What follows belongs to an exercise in optimizing a design on an open flow for small area; a production flow would make more cautious choices. In this exercise RTL edits were held to simulation tests only and were not proved equivalent to the original. Power is estimated from default activity; no workload was simulated.

[design.v]
`default_nettype none
package eegFirPkg;
    localparam int SampleWidth = 12;
    localparam int WeightWidth = 12;
    localparam int ProductWidth = SampleWidth + WeightWidth;
    localparam int AccWidth = 29;
    localparam int NumTaps = 17;
    typedef logic signed [SampleWidth-1:0] sample_t;
    typedef logic signed [WeightWidth-1:0] weight_t;
    typedef logic signed [ProductWidth-1:0] product_t;
    typedef logic signed [AccWidth-1:0] acc_t;
    typedef weight_t [NumTaps-1:0] weightArray_t;
    localparam weightArray_t DefaultWeights = {
        weight_t'(-5),
        weight_t'(-30),
        weight_t'(-86),
        weight_t'(-151),
        weight_t'(-157),
        weight_t'(-41),
        weight_t'(45),
        weight_t'(404),
        weight_t'(249),
        weight_t'(404),
        weight_t'(45),
        weight_t'(-41),
        weight_t'(-157),
        weight_t'(-151),
        weight_t'(-86),
        weight_t'(-30),
        weight_t'(-5)
    };
    typedef struct packed {
        logic valid;
        sample_t sample;
    } sampleBeat_t;
    typedef struct packed {
        logic valid;
        logic settled;
        acc_t sum;
    } filterBeat_t;
endpackage
`default_nettype wire
`default_nettype none
`timescale 1ns/1ps
module firIngress (
    input logic clk,
    input logic reset,
    input eegFirPkg::sampleBeat_t sampleIn,
    output eegFirPkg::sample_t tapSample,
    output logic productStrobe,
    output logic sumStrobe
);
    always_ff @(posedge clk)
    begin
        if (reset)
        begin
            tapSample <= '0;
        end
        else if (sampleIn.valid)
        begin
            tapSample <= sampleIn.sample;
        end
    end
    always_ff @(posedge clk)
    begin
        if (reset)
        begin
            productStrobe <= 1'b0;
            sumStrobe <= 1'b0;
        end
        else
        begin
            productStrobe <= sampleIn.valid;
            sumStrobe <= productStrobe;
        end
    end
endmodule
`default_nettype wire
`default_nettype none
`timescale 1ns/1ps
module firTap #(
    parameter logic signed [eegFirPkg::WeightWidth-1:0] Weight = '0
) (
    input logic clk,
    input logic reset,
    input eegFirPkg::sample_t tapSample,
    input logic productStrobe,
    input logic sumStrobe,
    input eegFirPkg::acc_t partialIn,
    output eegFirPkg::acc_t partialOut
);
    eegFirPkg::product_t product;
    always_ff @(posedge clk)
    begin
        if (reset)
        begin
            product <= '0;
        end
        else if (productStrobe)
        begin
            product <= eegFirPkg::product_t'(tapSample) * eegFirPkg::product_t'(Weight);
        end
    end
    always_ff @(posedge clk)
    begin
        if (reset)
        begin
            partialOut <= '0;
        end
        else if (sumStrobe)
        begin
            partialOut <= eegFirPkg::acc_t'(product) + partialIn;
        end
    end
endmodule
`default_nettype wire
`default_nettype none
`timescale 1ns/1ps
module firEgress #(
    parameter int NumTaps = 17
) (
    input logic clk,
    input logic reset,
    input logic sumStrobe,
    input eegFirPkg::acc_t partialOut,
    output eegFirPkg::filterBeat_t filterOut
);
    localparam int CountWidth = $clog2(NumTaps + 1);
    logic [CountWidth-1:0] outCount;
    logic [CountWidth-1:0] countNext;
    logic sumDone;
    logic outValid;
    logic [$bits(partialOut)-1:0] outSum;
    always_comb
    begin
        if (sumDone && (outCount != CountWidth'(NumTaps)))
        begin
            countNext = outCount + 1'b1;
        end
        else
        begin
            countNext = outCount;
        end
    end
    always_ff @(posedge clk)
    begin
        if (reset)
        begin
            sumDone <= 1'b0;
            outCount <= '0;
            outValid <= 1'b0;
        end
        else
        begin
            sumDone <= sumStrobe;
            outCount <= countNext;
            outValid <= sumDone;
        end
    end
    always_ff @(posedge clk)
    begin
        if (sumDone)
        begin
            outSum <= partialOut;
        end
    end
    assign filterOut.valid = outValid;
    assign filterOut.settled = (outCount == CountWidth'(NumTaps));
    assign filterOut.sum = outSum;
endmodule
`default_nettype wire
`default_nettype none
`timescale 1ns/1ps
module eegFirFilter #(
    parameter logic [eegFirPkg::NumTaps*eegFirPkg::WeightWidth-1:0] Weights = eegFirPkg::DefaultWeights
) (
    input logic clk,
    input logic reset,
    input eegFirPkg::sampleBeat_t sampleIn,
    output eegFirPkg::filterBeat_t filterOut
);
    eegFirPkg::sample_t tapSample;
    logic productStrobe;
    logic sumStrobe;
    eegFirPkg::acc_t partialChain [0:eegFirPkg::NumTaps];
    firIngress uIngress (
        .clk(clk),
        .reset(reset),
        .sampleIn(sampleIn),
        .tapSample(tapSample),
        .productStrobe(productStrobe),
        .sumStrobe(sumStrobe)
    );
    assign partialChain[eegFirPkg::NumTaps] = '0;
    for (genvar k = 0; k < eegFirPkg::NumTaps; k++)
    begin : gTap
        firTap #(
            .Weight(Weights[k*eegFirPkg::WeightWidth +: eegFirPkg::WeightWidth])
        ) uTap (
            .clk(clk),
            .reset(reset),
            .tapSample(tapSample),
            .productStrobe(productStrobe),
            .sumStrobe(sumStrobe),
            .partialIn(partialChain[k+1]),
            .partialOut(partialChain[k])
        );
    end
    firEgress #(
        .NumTaps(eegFirPkg::NumTaps)
    ) uEgress (
        .clk(clk),
        .reset(reset),
        .sumStrobe(sumStrobe),
        .partialOut(partialChain[0]),
        .filterOut(filterOut)
    );
endmodule
`default_nettype wire
[run.sh]
#!/bin/bash
# synth_recipe.tcl (not shown) runs the flow's synth.tcl, then flattens the netlist and writes it again
# the make line also repeats each setting of config.mk as NAME=value (left out here)
make -C /OpenROAD-flow-scripts/flow DESIGN_CONFIG=/design/flow/config.mk WORK_HOME=/design/flow/orfs CLKGATE_MAP_FILE= SYNTH_SCRIPT=/design/flow/synth_recipe.tcl finish
[constraint.sdc]
create_clock -name core_clock -period 6.0 [get_ports {clk}]
set_input_delay 1.2000 -clock core_clock [delete_from_list [all_inputs] [get_ports {clk}]]
set_output_delay 1.2000 -clock core_clock [all_outputs]
set_load 0.01 [all_outputs]
[config.mk]
export PLATFORM = sky130hd
export DESIGN_NAME = eegFirFilter
export DESIGN_NICKNAME = eegFirFilter
export VERILOG_FILES = /design/flow/design.v
export SDC_FILE = /design/flow/constraint.sdc
export NUM_CORES = 4
export LEC_CHECK = 0
export CAP_MARGIN = 20
export CORE_MARGIN = 2
export CORE_UTILIZATION = 40
export PLACE_DENSITY = 0.6
export SLEW_MARGIN = 20
==> metrics.md <==
| Metric | Value |
|---|---|
| Commonest non-fill, non-tap cell in the layout | `ha_1` |
| Die footprint | `139900 µm²` |
| Syn_nets | `7300` |
| Net Sw Frac | `0.3773` |
| # resized after CTS | `0` |
| Initial core utilization | `0.4037` |
| FILL cells | `13.37k` |
| Status | `timing/DRC/antenna clean` |
| Internal power | `10.01 mW` |
| GP Congestion | `0.9533` |
| Seq/Total Area, Yosys | `0.2506` |
| Setup violators final | `0` |
| DRC viols | `0` |
| P_leak | `28.10 nW` |
| Setup bufs post-CTS | `0` |
| Final TNS setup | `0 ns` |
| Crit path launch type | `flop` |
| Tcrit/Tclk final | `0.9139` |
| Overflow after GRT | `0` |
| TritonRoute pass-1 iters | `6` |
| Setup ws final | `0.5163 ns` |
| PortBufs | `45` |
| CTS tree | `built` |
| Gr usage total | `0.2454` |
| CTS buffer count | `83` |
| Post-DRT Antenna Nets | `0` |
| Initial antenna violation count | `2` |
| Footprint of the multi-input gates | `38630 µm²` |
| Largest net degree at the start of global routing | `166` |
| Placed inst area | `57250 µm²` |
| Synth top area cells | `dfxtp_1, ha_1, fa_1, mux2i_1, xnor2_1` |
| Die X | `374.0 µm` |
| Type of the worst min-delay path | `flop to flop` |
| Layout cells sized above 1 | `0.04004` |
| CP endpoint kind | `flop` |
| Final HPWL DP | `138.3 mm` |
| Worst EP required | `6.57 ns` |
| Worst-Skew Late Latency | `0.71 ns` |
| Overall power | `16.08 mW` |
| Slew Limit Fails | `0` |
| Psw | `6.068 mW` |
| Cell accounting for the most synthesized area | `dfxtp_1` |
| Syn Area/Cell | `8.666 µm²` |
| Via count | `45.53k` |
| Reg clk slew, reported paths | `0.06 ns` |
| Mapped Area | `54760 µm²` |
| Worst Path Max Fanout | `6` |
| Clock buffer depth | `3` |
| Core area | `135600 µm²` |
| Register area | `13730 µm²` |
| Max Fclk | `0.1824 GHz` |
| Setup Skew | `0.03986 ns` |
| Routed WL | `174.8 mm` |
| CTS sink count | `671` |
| Rows | `135` |
| Critical setup path kind | `flop to flop` |
| Hold buffer count at cts | `0` |
| Place WS | `0.3789 ns` |
| Layout Nets | `7283` |
| Worst endpoint data arrival time | `6.06 ns` |
| Vias per cell | `5.587` |
| Vias in the first global route | `43.97k` |
| Finished Layout Cells | `8149` |
| Diodes inserted | `0` |
| H-tree Lvls | `3` |
| Portion of total power attributed to sequential cells | `0.319` |
| Post-route cell area | `60000 µm²` |
| Max-slew headroom | `0.2405` |
| Max-cap violations | `0` |
| Ys Warns | `14` |
| Mean routed wirelength per cell | `21.45 µm` |
| Power Dens Cells | `268.0 nW/µm²` |
| Gate power share | `0.363` |
| CTS Root Cell | `clkbuf_16` |
| RSZ-0062 raised after global routing | `false` |
| Worst Tran Pin Value | `1.139 ns` |
| Die Y | `374.0 µm` |
| Syn Inst Count | `6319` |
| Layout area overhead | `9.566%` |
| Post-synth top flop | `dfxtp_1` |
| Synth cell types | `81` |
| Yosys top cell area share | `0.2347` |
| Initial drt markers | `3191` |
| Async SR Flop Fraction | `0` |
| EDFF count, synth | `29` |
| Hold Vio Cnt, Final | `0` |
| IO Pins | `46` |
| Placed Cells incl. Taps | `7998` |
| Clock power share | `0.318` |
| Minimum clock period | `5.484 ns` |
| Peak supply drop | `0.1966 mV` |
| Most frequent cells in the layout | `ha_1, nor2_1, dfxtp_1` |
| First-pass GRT wire length | `266.6 mm` |
| FF+latch count, synth | `671` |
==> worst max-delay path: stages (launching register included) <==
cell and delay [ns]:
dfxtp_1 0.49, inv_1 0.17, ha_1 0.50, inv_1 0.17, ha_1 0.30, inv_1 0.05, fa_1 0.53, inv_1 0.05
fa_1 0.47, ha_1 0.35, ha_1 0.30, a21o_1 0.15, a21oi_1 0.22, o21bai_1 0.13, a31oi_1 0.23, o21ai_0 0.16
o41ai_1 0.50, o21ai_0 0.22, xor2_1 0.18, mux2i_1 0.14, nor2_1 0.05
==> flip-flops by register name, indices dropped and copies added (netlist names) <==
signal                  cells
gTap.uTap.partialOut      470
gTap.uTap.product         151
uEgress.outCount            5
uEgress.outSum             29
uEgress.outValid            1
uEgress.sumDone             1
uIngress.productStrobe      1
uIngress.sumStrobe          1
uIngress.tapSample         12
==> final cells by class <==
class                           instances  area share
Multi-Input combinational cell       5000      0.6438
Sequential cell                       671      0.2289
Clock buffer                          110     0.03920
Tap cell                             1781     0.03714
Inverter                              428     0.02686
Timing Repair Buffer                  118     0.01756
Clock inverter                         41    0.006506
==> per-layer routing <==
| layer | GRT usage | part of all wire | vias up |
|---|---|---|---|
| li1 | - | - | 22310 |
| met1 | 0.3391 | 0.47 | 21910 |
| met2 | 0.4006 | 0.45 | 1096 |
| met3 | 0.03181 | 0.051 | 208 |
| met4 | 0.06646 | 0.024 | 4 |
| met5 | 0 | 0.00015 | - |
==> path summary, 6_finish.rpt <==
check	depth (start not counted)	slack, ns	from	end
worst max-delay path	20	0.52	uIngress.tapSample[2]$_SDFFE_PP0P_	gTap[13].uTap.product[19]$_SDFFE_PP0P_
worst min-delay path	0	0.43	gTap[0].uTap.partialOut[21]$_SDFFE_PP0P_	uEgress.outSum[21]$_DFFE_PP_
worst max register to register	20	0.52	uIngress.tapSample[2]$_SDFFE_PP0P_	gTap[13].uTap.product[19]$_SDFFE_PP0P_
worst min register to register	0	0.43	gTap[0].uTap.partialOut[21]$_SDFFE_PP0P_	uEgress.outSum[21]$_DFFE_PP_
==> logic make-up (layout without fill, tap and decap cells) <==
kind of cell | count (synthesis) | count (layout) | share of synthesized area
buffers and inverters | 648 | 697 | 0.04449
adders and majority gates | 966 | 966 | 0.2488
xor gates and xnor gates | 484 | 484 | 0.07741
muxes | 309 | 309 | 0.05653
AOI/OAI and AO/OA | 1653 | 1653 | 0.1937
and+or+nand+nor | 1588 | 1588 | 0.1285
DFF | 671 | 671 | 0.2506
==> per-stage QoR <==
| stage | hold WS, ns | utilization |
|---|---|---|
| 2_1_floorplan | 0.4076 | - |
| 5_1_grt | 0.4408 | 0.4424 |
| 3_5_place_dp | 0.4156 | 0.4221 |
| 3_3_place_gp | 0.4152 | 0.4221 |
| 6_report | 0.4274 | 0.4424 |
| 4_1_cts | 0.4300 | 0.4423 |
==> power groups by stage <==
stage	Combinational, mW	Clock [mW]	Sequential [mW]
final	5.84	5.11	5.13
after global routing	6.45	5.40	5.15
after CTS	5.79	5.22	5.12
after detailed placement	5.73	0	5.22
after global placement	5.70	0	5.21
after floorplan	4.15	0	5.05
==> synthesized netlist by cell type (9+ instances only) <==
master	instances
xor2_1	170
a41oi_1	17
o21bai_1	56
nand3_1	86
o211ai_1	17
nand2b_1	53
a211oi_1	100
buf_1	32
a221o_1	18
nor2_1	731
or2_2	14
fa_1	205
o31a_1	15
o31ai_1	25
a221oi_1	11
clkbuf_1	187
and3_1	40
o41ai_1	9
or3_1	20
dfxtp_1	642
a21oi_1	482
inv_1	427
edfxtp_1	29
o21a_1	68
nor3_1	85
a21boi_0	13
nor2b_1	74
nand4_1	44
xnor2_1	314
o21ai_0	342
o2111ai_1	11
a311oi_1	14
mux2i_1	307
o21ai_1	13
a22o_1	11
o22ai_1	14
a31oi_1	55
ha_1	761
a21o_1	272
a211o_1	13
and2_1	22
nand2_1	373

-- port drivers added, routing unchanged --
No port has a modelled driver above. Below, the same layout with a new extraction and two added sets of constraints. Step 1 (the two cells are an assumption about what drives the block):
set clk [get_ports {clk}]
set_driving_cell -lib_cell sky130_fd_sc_hd__clkbuf_16 $clk
set_driving_cell -lib_cell sky130_fd_sc_hd__buf_2 [delete_from_list [all_inputs] $clk]
Step 2 adds t to the input delays and takes it off the output delays; t is the mean of the earliest and latest rising clock arrival at the registers after step 1. Input paths then give back, and output paths get back, about the clock's delay inside the block. Three values: ideal ports, drivers, drivers and shift; two values: the first two.
shift t [ns]: 0.764
slack for setup (ns): 0.516 / 0.516 / 0.516
latest minus earliest clock arrival (ns): 0.041 / 0.041
After both steps this run still meets setup and hold. For this run, drivers alone change the setup slack by 0.000 ns; drivers and shift together by 0.000 ns.
